From an optimization exercise on the open Yosys and OpenROAD flow, aimed at small area; shortcuts taken in it are not production practice. In this exercise RTL edits were held to simulation tests only and were not proved equivalent to the original. Power figures rest on the tool's default switching activity, not on a simulated workload.

<file path="flow/config.mk">
export PLATFORM = sky130hd
export DESIGN_NAME = qspi_cmd_router
export DESIGN_NICKNAME = qspi_cmd_router
export VERILOG_FILES = /design/flow/design.v
export SDC_FILE = /design/flow/constraint.sdc
export NUM_CORES = 4
export LEC_CHECK = 0
export CAP_MARGIN = 20
export CORE_MARGIN = 2
export CORE_UTILIZATION = 40
export SLEW_MARGIN = 20
</file>
<file path="flow/constraint.sdc">
create_clock -name core_clock -period 8.0 [get_ports {clk}]
set_input_delay 1.6000 -clock core_clock [delete_from_list [all_inputs] [get_ports {clk}]]
set_output_delay 1.6000 -clock core_clock [all_outputs]
set_load 0.01 [all_outputs]
</file>
<file path="flow/design.v">
module qspi_cmd_router #(
  parameter int          NUM_RAMS      = 2,
  parameter logic [23:0] JEDEC_ID      = 24'hC22018,
  parameter int          WBUF_DEPTH    = 32,
  parameter bit          ADDR4_DEFAULT = 1'b0,
  parameter int          FAST_DUMMY    = 8
) (
  input  logic                clk,
  input  logic                reset,
  input  logic                spi_clk,
  input  logic                spi_cs,
  input  logic                spi_di,
  output logic                spi_do,
  output logic                spi_do_enable,
  output logic [NUM_RAMS-1:0] ram_cs,
  input  logic [NUM_RAMS-1:0] ram_di,
  output logic [7:0]          cmd_out,
  output logic [31:0]         addr_out,
  output logic [11:0]         len_out,
  output logic                cmd_strobe,
  output logic [7:0]          sr,
  input  logic [7:0]          sr_in,
  input  logic                sr_in_strobe,
  output logic [7:0]          wbuf_data,
  output logic                wbuf_valid,
  input  logic                wbuf_ready,
  output logic                wbuf_overflow,
  output logic                addr4
);
  localparam int SEL_W = (NUM_RAMS > 1) ? $clog2(NUM_RAMS) : 1;
  localparam int WB_AW = (WBUF_DEPTH > 1) ? $clog2(WBUF_DEPTH) : 1;
  localparam logic [NUM_RAMS-1:0] RAM_ONE  = NUM_RAMS'(1);
  localparam logic [WB_AW:0]      FULL_CNT = WBUF_DEPTH[WB_AW:0];
  typedef enum logic [2:0] {
    S_IDLE, S_CMD, S_ADDR, S_DUMMY, S_TX, S_RX, S_IGNORE
  } state_t;
  typedef enum logic [1:0] {TX_RAM, TX_ID, TX_SR} tx_src_t;
  logic [2:0] r_sclk_pipe;
  logic [2:0] r_cs_pipe;
  logic [1:0] r_di_pipe;
  state_t        r_state;
  tx_src_t       r_tx_src;
  logic [2:0]    r_bit_cnt;
  logic [6:0]    r_shift;
  logic [5:0]    r_addr_cnt;
  logic [31:0]   r_addr;
  logic          r_addr_done;
  logic [7:0]    r_dummy_cnt;
  logic [1:0]    r_tx_idx;
  logic [7:0]    r_tx_shift;
  logic [7:0]    r_opcode;
  logic          r_op_done;
  logic          r_wel_at_op;
  logic [11:0]   r_len;
  logic [SEL_W-1:0] r_sel;
  logic          r_spi_do;
  logic          r_spi_do_en;
  logic [NUM_RAMS-1:0] r_ram_cs;
  logic [7:0]    r_sr;
  logic          r_addr4;
  logic [7:0]    r_cmd_out;
  logic [31:0]   r_addr_out;
  logic [11:0]   r_len_out;
  logic          r_cmd_strobe;
  logic          r_push;
  logic [7:0]    r_push_data;
  logic          r_ovf_clr;
  logic [7:0]       r_mem [WBUF_DEPTH];
  logic [WB_AW-1:0] r_wr_ptr;
  logic [WB_AW-1:0] r_rd_ptr;
  logic [WB_AW:0]   r_count;
  logic             r_overflow;
  logic             w_sclk_rise;
  logic             w_sclk_fall;
  logic             w_cs_rise;
  logic             w_cs_fall;
  logic             w_cs_high;
  logic             w_di;
  logic [7:0]       w_byte_next;
  logic             w_byte_done;
  logic [5:0]       w_addr_msb;
  logic [4:0]       w_addr_idx;
  logic [31:0]      w_addr_next;
  logic [SEL_W-1:0] w_sel_next;
  logic [7:0]       w_tx_byte;
  logic [11:0]      w_len_inc;
  logic             w_is_read_op;
  logic             w_reportable;
  logic             w_pop;
  logic             w_full;
  logic             w_accept;
  assign w_sclk_rise  = r_sclk_pipe[1] & ~r_sclk_pipe[2];
  assign w_sclk_fall  = ~r_sclk_pipe[1] & r_sclk_pipe[2];
  assign w_cs_rise    = r_cs_pipe[1] & ~r_cs_pipe[2];
  assign w_cs_fall    = ~r_cs_pipe[1] & r_cs_pipe[2];
  assign w_cs_high    = r_cs_pipe[1];
  assign w_di         = r_di_pipe[1];
  assign w_byte_next  = {r_shift, w_di};
  assign w_byte_done  = (r_bit_cnt == 3'd7);
  assign w_addr_msb   = r_addr4 ? 6'd31 : 6'd23;
  assign w_addr_idx   = w_addr_msb[4:0] - r_addr_cnt[4:0];
  assign w_len_inc    = (r_len == 12'hFFF) ? r_len : r_len + 12'd1;
  assign w_is_read_op = (r_opcode == 8'h03) || (r_opcode == 8'h0B);
  assign w_reportable = r_op_done && (r_opcode != 8'h9F) && (r_opcode != 8'h05) &&
                        (r_opcode != 8'h06) && (r_opcode != 8'h04);
  always_comb begin
    w_addr_next = r_addr;
    w_addr_next[w_addr_idx] = w_di;
  end
  always_comb begin
    w_sel_next = r_addr4 ? w_addr_next[31 -: SEL_W] : w_addr_next[23 -: SEL_W];
    if (NUM_RAMS == 1) w_sel_next = '0;
  end
  always_comb begin
    w_tx_byte = 8'h00;
    if (r_tx_src == TX_SR) begin
      w_tx_byte = r_sr;
    end else begin
      case (r_tx_idx)
        2'd0:    w_tx_byte = JEDEC_ID[23:16];
        2'd1:    w_tx_byte = JEDEC_ID[15:8];
        2'd2:    w_tx_byte = JEDEC_ID[7:0];
        default: w_tx_byte = 8'h00;
      endcase
    end
  end
  always_ff @(posedge clk) begin
    if (reset) begin
      r_sclk_pipe <= '0;
      r_cs_pipe   <= '0;
      r_di_pipe   <= '0;
    end else begin
      r_sclk_pipe <= {r_sclk_pipe[1:0], spi_clk};
      r_cs_pipe   <= {r_cs_pipe[1:0], spi_cs};
      r_di_pipe   <= {r_di_pipe[0], spi_di};
    end
  end
  always_ff @(posedge clk) begin
    if (reset) begin
      r_state      <= S_IDLE;
      r_tx_src     <= TX_RAM;
      r_bit_cnt    <= '0;
      r_shift      <= '0;
      r_addr_cnt   <= '0;
      r_addr       <= '0;
      r_addr_done  <= 1'b0;
      r_dummy_cnt  <= '0;
      r_tx_idx     <= '0;
      r_tx_shift   <= '0;
      r_opcode     <= '0;
      r_op_done    <= 1'b0;
      r_wel_at_op  <= 1'b0;
      r_len        <= '0;
      r_sel        <= '0;
      r_spi_do     <= 1'b0;
      r_spi_do_en  <= 1'b0;
      r_ram_cs     <= '1;
      r_sr         <= '0;
      r_addr4      <= ADDR4_DEFAULT;
      r_cmd_out    <= '0;
      r_addr_out   <= '0;
      r_len_out    <= '0;
      r_cmd_strobe <= 1'b0;
      r_push       <= 1'b0;
      r_push_data  <= '0;
      r_ovf_clr    <= 1'b0;
    end else begin
      r_cmd_strobe <= 1'b0;
      r_push       <= 1'b0;
      r_ovf_clr    <= 1'b0;
      if (w_cs_high) begin
        r_state     <= S_IDLE;
        r_ram_cs    <= '1;
        r_spi_do    <= 1'b0;
        r_spi_do_en <= 1'b0;
        if (w_cs_rise && r_state != S_IDLE) begin
          if (w_reportable) begin
            r_cmd_strobe <= 1'b1;
            r_cmd_out    <= r_opcode;
            r_addr_out   <= r_addr_done ? r_addr : 32'h0;
            r_len_out    <= r_len;
          end
          if (r_op_done && r_wel_at_op && r_addr_done &&
              (r_opcode == 8'h02 || r_opcode == 8'h20)) begin
            r_sr[0] <= 1'b1;
            r_sr[1] <= 1'b0;
          end
        end
      end else if (r_state == S_IDLE) begin
        if (w_cs_fall) begin
          r_state     <= S_CMD;
          r_tx_src    <= TX_RAM;
          r_bit_cnt   <= '0;
          r_addr_cnt  <= '0;
          r_addr      <= '0;
          r_addr_done <= 1'b0;
          r_dummy_cnt <= '0;
          r_tx_idx    <= '0;
          r_op_done   <= 1'b0;
          r_len       <= '0;
          r_ram_cs    <= '0;
        end
      end else begin
        if (w_sclk_rise) begin
          r_shift   <= w_byte_next[6:0];
          r_bit_cnt <= r_bit_cnt + 3'd1;
          if (w_byte_done) r_len <= w_len_inc;
          case (r_state)
            S_CMD: begin
              if (w_byte_done) begin
                r_opcode    <= w_byte_next;
                r_op_done   <= 1'b1;
                r_wel_at_op <= r_sr[1];
                r_ram_cs    <= '1;
                r_state     <= S_IGNORE;
                case (w_byte_next)
                  8'h9F: begin
                    r_state     <= S_TX;
                    r_tx_src    <= TX_ID;
                    r_spi_do_en <= 1'b1;
                  end
                  8'h05: begin
                    r_state     <= S_TX;
                    r_tx_src    <= TX_SR;
                    r_spi_do_en <= 1'b1;
                  end
                  8'h06: r_sr[1] <= 1'b1;
                  8'h04: r_sr[1] <= 1'b0;
                  8'hB7: r_addr4 <= 1'b1;
                  8'hE9: r_addr4 <= 1'b0;
                  8'h03, 8'h0B: begin
                    r_state  <= S_ADDR;
                    r_ram_cs <= '0;
                  end
                  8'h02: begin
                    r_state <= S_ADDR;
                    if (r_sr[1]) r_ovf_clr <= 1'b1;
                  end
                  8'h20: r_state <= S_ADDR;
                  default: ;
                endcase
              end
            end
            S_ADDR: begin
              r_addr     <= w_addr_next;
              r_addr_cnt <= r_addr_cnt + 6'd1;
              if (r_addr_cnt == 6'd7 && w_is_read_op) begin
                r_sel    <= w_sel_next;
                r_ram_cs <= ~(RAM_ONE << w_sel_next);
              end
              if (r_addr_cnt == w_addr_msb) begin
                r_addr_done <= 1'b1;
                case (r_opcode)
                  8'h03: begin
                    r_state     <= S_TX;
                    r_tx_src    <= TX_RAM;
                    r_spi_do_en <= 1'b1;
                  end
                  8'h0B: begin
                    r_tx_src <= TX_RAM;
                    if (FAST_DUMMY == 0) begin
                      r_state     <= S_TX;
                      r_spi_do_en <= 1'b1;
                    end else begin
                      r_state <= S_DUMMY;
                    end
                  end
                  8'h02:   r_state <= S_RX;
                  default: r_state <= S_IGNORE;
                endcase
              end
            end
            S_DUMMY: begin
              r_dummy_cnt <= r_dummy_cnt + 8'd1;
              if (r_dummy_cnt == 8'(FAST_DUMMY - 1)) begin
                r_state     <= S_TX;
                r_spi_do_en <= 1'b1;
              end
            end
            S_TX: begin
              if (w_byte_done && r_tx_idx != 2'd3) r_tx_idx <= r_tx_idx + 2'd1;
            end
            S_RX: begin
              if (w_byte_done && r_wel_at_op) begin
                r_push      <= 1'b1;
                r_push_data <= w_byte_next;
              end
            end
            default: ;
          endcase
        end
        if (w_sclk_fall && r_state == S_TX && r_tx_src != TX_RAM) begin
          if (r_bit_cnt == 3'd0) begin
            r_spi_do   <= w_tx_byte[7];
            r_tx_shift <= {w_tx_byte[6:0], 1'b0};
          end else begin
            r_spi_do   <= r_tx_shift[7];
            r_tx_shift <= {r_tx_shift[6:0], 1'b0};
          end
        end
        if (r_state == S_TX && r_tx_src == TX_RAM) r_spi_do <= ram_di[r_sel];
      end
      if (sr_in_strobe) r_sr <= sr_in;
    end
  end
  assign w_pop    = wbuf_ready && (r_count != '0);
  assign w_full   = (r_count == FULL_CNT);
  assign w_accept = r_push && (!w_full || w_pop);
  always_ff @(posedge clk) begin
    if (reset) begin
      r_wr_ptr   <= '0;
      r_rd_ptr   <= '0;
      r_count    <= '0;
      r_overflow <= 1'b0;
    end else begin
      if (w_accept) r_wr_ptr <= r_wr_ptr + 1'b1;
      if (w_pop)    r_rd_ptr <= r_rd_ptr + 1'b1;
      case ({w_accept, w_pop})
        2'b10:   r_count <= r_count + 1'b1;
        2'b01:   r_count <= r_count - 1'b1;
        default: r_count <= r_count;
      endcase
      if (r_ovf_clr)                r_overflow <= 1'b0;
      else if (r_push && !w_accept) r_overflow <= 1'b1;
    end
  end
  always_ff @(posedge clk) begin
    if (!reset && w_accept) r_mem[r_wr_ptr] <= r_push_data;
  end
  assign spi_do        = r_spi_do;
  assign spi_do_enable = r_spi_do_en;
  assign ram_cs        = r_ram_cs;
  assign cmd_out       = r_cmd_out;
  assign addr_out      = r_addr_out;
  assign len_out       = r_len_out;
  assign cmd_strobe    = r_cmd_strobe;
  assign sr            = r_sr;
  assign addr4         = r_addr4;
  assign wbuf_data     = r_mem[r_rd_ptr];
  assign wbuf_valid    = (r_count != '0);
  assign wbuf_overflow = r_overflow;
endmodule
</file>
<file path="flow/run.sh">
#!/bin/bash
# synth_recipe.tcl (not shown) runs the flow's synth.tcl, then flattens the netlist and writes it again
# the make line also repeats each setting of config.mk as NAME=value (left out here)
make -C /OpenROAD-flow-scripts/flow DESIGN_CONFIG=/design/flow/config.mk WORK_HOME=/design/flow/orfs CLKGATE_MAP_FILE= SYNTH_SCRIPT=/design/flow/synth_recipe.tcl finish
</file>
==> results.txt <==
==> power by group <==
| group | leakage [nW] | switching [mW] | total [mW] | internal, mW |
|---|---|---|---|---|
| Sequential | 3.99 | 0.0572 | 2.53 | 2.47 |
| Clock | 0.747 | 0.886 | 2.15 | 1.26 |
| Combinational | 2.47 | 0.259 | 0.576 | 0.317 |
==> stage by stage <==
stage                     instances  worst slack (ns)  util (%)  hold slack, ns  total power [mW]
final                          2119             2.514     47.01          0.3922             5.253
after global routing           2119             2.235     47.01          0.4096             5.444
after CTS                      2117             2.365     46.95          0.3955             5.316
after detailed placement       2032             2.986     43.73          0.3861             3.167
after global placement         2032             3.056     43.71          0.3781             3.150
after floorplan                1417             4.330         -          0.3732             3.014
==> cells in the mapped netlist, drive strengths merged (16+ instances only) <==
master  number
a21oi       47
edfxtp     256
nor2       161
buf         32
inv         27
mux2i       68
nor3        16
nand4       19
nor2b       18
dfxtp      200
nand2       83
a22o        34
nand3       33
o21ai       27
ha          22
clkbuf      62
mux4        80
==> metal layers <==
metal	vias to the layer above	GRT usage, %	wire length (µm)
li1	5490	-	-
met1	5901	24.66	19590
met2	324	29.42	21470
met3	74	2.737	2375
met4	2	5.689	1056
met5	-	0	14
==> flip-flops by register name, summed over array words and instances, names as in the netlist, 3 cells and up, named ones only <==
| name | cells |
|---|---|
| r_addr_out | 32 |
| r_bit_cnt | 3 |
| r_shift | 7 |
| r_len_out | 12 |
| r_state | 3 |
| r_wr_ptr | 5 |
| r_push_data | 8 |
| r_mem | 256 |
| r_dummy_cnt | 8 |
| r_cmd_out | 8 |
| r_sclk_pipe | 3 |
| r_len | 12 |
| r_sr | 8 |
| r_addr | 32 |
| r_opcode | 8 |
| r_tx_shift | 7 |
| r_count | 6 |
| r_addr_cnt | 6 |
| r_rd_ptr | 5 |
| r_cs_pipe | 3 |
==> area by class of cell <==
| cell class | count | area [µm²] | area share [%] |
|---|---|---|---|
| Tap cell | 607 | 759.5 | 3.456 |
| Clock buffer | 69 | 1349 | 6.137 |
| Sequential cell | 456 | 11700 | 53.25 |
| Timing Repair Buffer | 104 | 1008 | 4.589 |
| Clock inverter | 16 | 156.4 | 0.7116 |
| Multi-Input combinational cell | 840 | 6899 | 31.39 |
| Inverter | 27 | 101.3 | 0.4611 |
==> path summary, 6_finish.rpt <==
path / to / slack [ns] / depth (start not counted)
setup / recovery: wbuf_data[2] / 2.51 / 5
hold / removal: r_overflow / 0.39 / 1
setup reg to reg: r_addr[1] / 4.67 / 6
hold reg to reg: r_overflow / 0.39 / 1
==> cells in the final DEF (no fill, tap or decap), drive strengths merged, types with 14 or more instances in the layout <==
cell type,netlist,layout
clkdlybuf4s50,0,91
dfxtp,200,200
nor3,16,16
mux4,80,80
nor2b,18,18
xnor2,14,14
nor2,161,161
a21oi,47,47
o21ai,27,27
mux2i,68,68
nand2b,14,14
ha,22,22
inv,27,29
nand3,33,33
clkbuf,62,69
edfxtp,256,256
nand2,83,83
nand4,19,19
a22o,34,34
==> logic make-up after synthesis <==
group	count (synthesis)	share of synthesized area, %
DFF	456	61.40
xor gates and xnor gates	25	1.189
buffers and inverters	121	2.576
and+or+nand+nor	417	10.74
adders and majority gates	23	1.551
muxes	158	13.70
AOI/OAI and AO/OA	217	8.845
==> key figures <==
Timing
  – Slew Viols, Final: 0
  – Post-route clock period utilization: 68.57%
  – Fin. Hold Viols: 0
  – Worst rel slew slack: 23.50%
  – Slew @ Worst Pin: 1.146 ns
  – FMAX: 182.3 MHz
  – TNS Setup: 0 ns
  – Final Setup Violations: 0
  – RSZ-0062 raised after global routing: no
  – Crit path time final: 5.486 ns
  – Max Clock Skew: ~0.019 ns

Logic synthesis
  – Post-synthesis instance total: 1,417
  – Post-synth EDFFs: 256
  – #FFs+latches synth: roughly 460
  – Count of cell types in the netlist: 86
  – Post-synthesis sequential area ratio: approximately three fifths
  – Synth Cell Area: 19,040 µm²
  – Cell accounting for the most synthesized area: edfxtp_1
  – YS warnings: 1
  – Asr flop ratio synth: 0%
  – Synth area leaders: edfxtp_1 40%, dfxtp_1 21%, mux4_2 9.5%, mux2i_1 3.5%, nor2_1 3.2%
  – Ys flop type: edfxtp_1
  – Mean area per synthesized cell: 13.44 µm²
  – Synthesized Nets: about 1,500
  – Synth top area share: 40.38%

CTS
  – Clock sinks: 456
  – Postcts setup bufs: 0
  – Clock buffer depth: 3
  – Worst skew pair latency: 0.58 ns
  – Num CTS Buffers: 46
  – Root buf cell: clkbuf_16
  – Post-CTS Hold Fix Bufs: 0
  – CTS tree: yes
  – Clk slew on worst S/H paths: 0.06 ns
  – Resized Gates After CTS: 0
  – Htree depth: 2

Final layout
  – Post-route cell area: 21,980 µm²
  – Share of post-route cells with drive strength above 1: 13.96%
  – Area Overhead vs Synth: 15.43%
  – Filler instances: 4,056
  – N_diodes: 0
  – Fin nets: 1,515

Min path
  – Hold path start: r_ovf_clr
  – HP Class: flip-flop to flip-flop

Global routing
  – Initial antenna violation count: 1
  – Total gr overflow: 0
  – Vias in the first global route: between 10,000 and 15,000
  – Overall Global Routing Usage: between 15 and 20%
  – First-pass GRT wire length: 68,930 µm
  – Largest net degree at the start of global routing: 65

Die
  – Initial Util: 40.72%
  – Chip width: 222.2 µm
  – Core box area: roughly 47,000 µm²
  – # rows: 79
  – I/O Pins: 93
  – Die ar.: 49,360 µm²
  – Die H: 222.2 µm

Critical path
  – Worst r2r src: r_state[1]
  – Crit path DAT: 3.89 ns
  – Worst path cell trace: buf_4 -> mux4_2 -> mux4_2 -> mux2_2 -> clkdlybuf4s50_1
  – Top delay family on crit path: multiplexers
  – Slowest stage delay, CP: 0.87 ns
  – Critical Path Fanout Max: 39
  – CP endpoint kind: output pin
  – Crit path max-delay cell type: dfxtp_4
  – Worst Path Class, Setup: flip-flop to output pin
  – Crit start category: flip-flop
  – Critical path required time: 6.40 ns
  – Cell mode on critical path: mux4_2
  – WP buf/inv: 2

Route
  – Drt drc: 0
  – Drt first pass iters: 5
  – Drt wl/cell: roughly 21 µm
  – Initial DRC Count: 1,091
  – Final wirelength: 44,500 µm
  – Vias per std cell: ~5.6
  – DR vias: between 10,000 and 15,000
  – ANT nets after route: 0

Placement
  – Placed Area: 20,440 µm²
  – Hpwl dp: 28,460 µm
  – Port Buffers: roughly 90
  – Gpl congestion: 0.8301

Outcome
  – Run status: no timing/DRC/antenna violations

Flow run
  – Max-cap violations: 0

Pwr
  – Pwr dens: 239.0 nW/µm²
  – Peak VDD IR: between 0.1 and 0.15 mV
  – Leak pwr: 7.204 nW

separate check: timing with driven ports:
Ports are ideal in the flow. The routed layout listed here was re-timed in OpenROAD. Step 1: set_driving_cell puts a clkbuf_16 on clk and a buf_2 on each other input, an assumption about the parent block. Step 2 times the ports against the registers' clock, not the clock port: input delays grow and output delays shrink by t, the midpoint of the rising clock arrivals with the driver on. a / b / c = no drivers / after step 1 / after step 2; a / b = the first two.
shift t [ns]: 0.630
setup slack, ns: 2.514 / 2.461 / 3.091
worst setup path after step 2: register to output
worst data-port slew with drivers (ns): 0.08
After both steps setup and hold are still met in this run. The setup slack of this run moves by -0.053 ns with the drivers and by +0.577 ns with both steps.
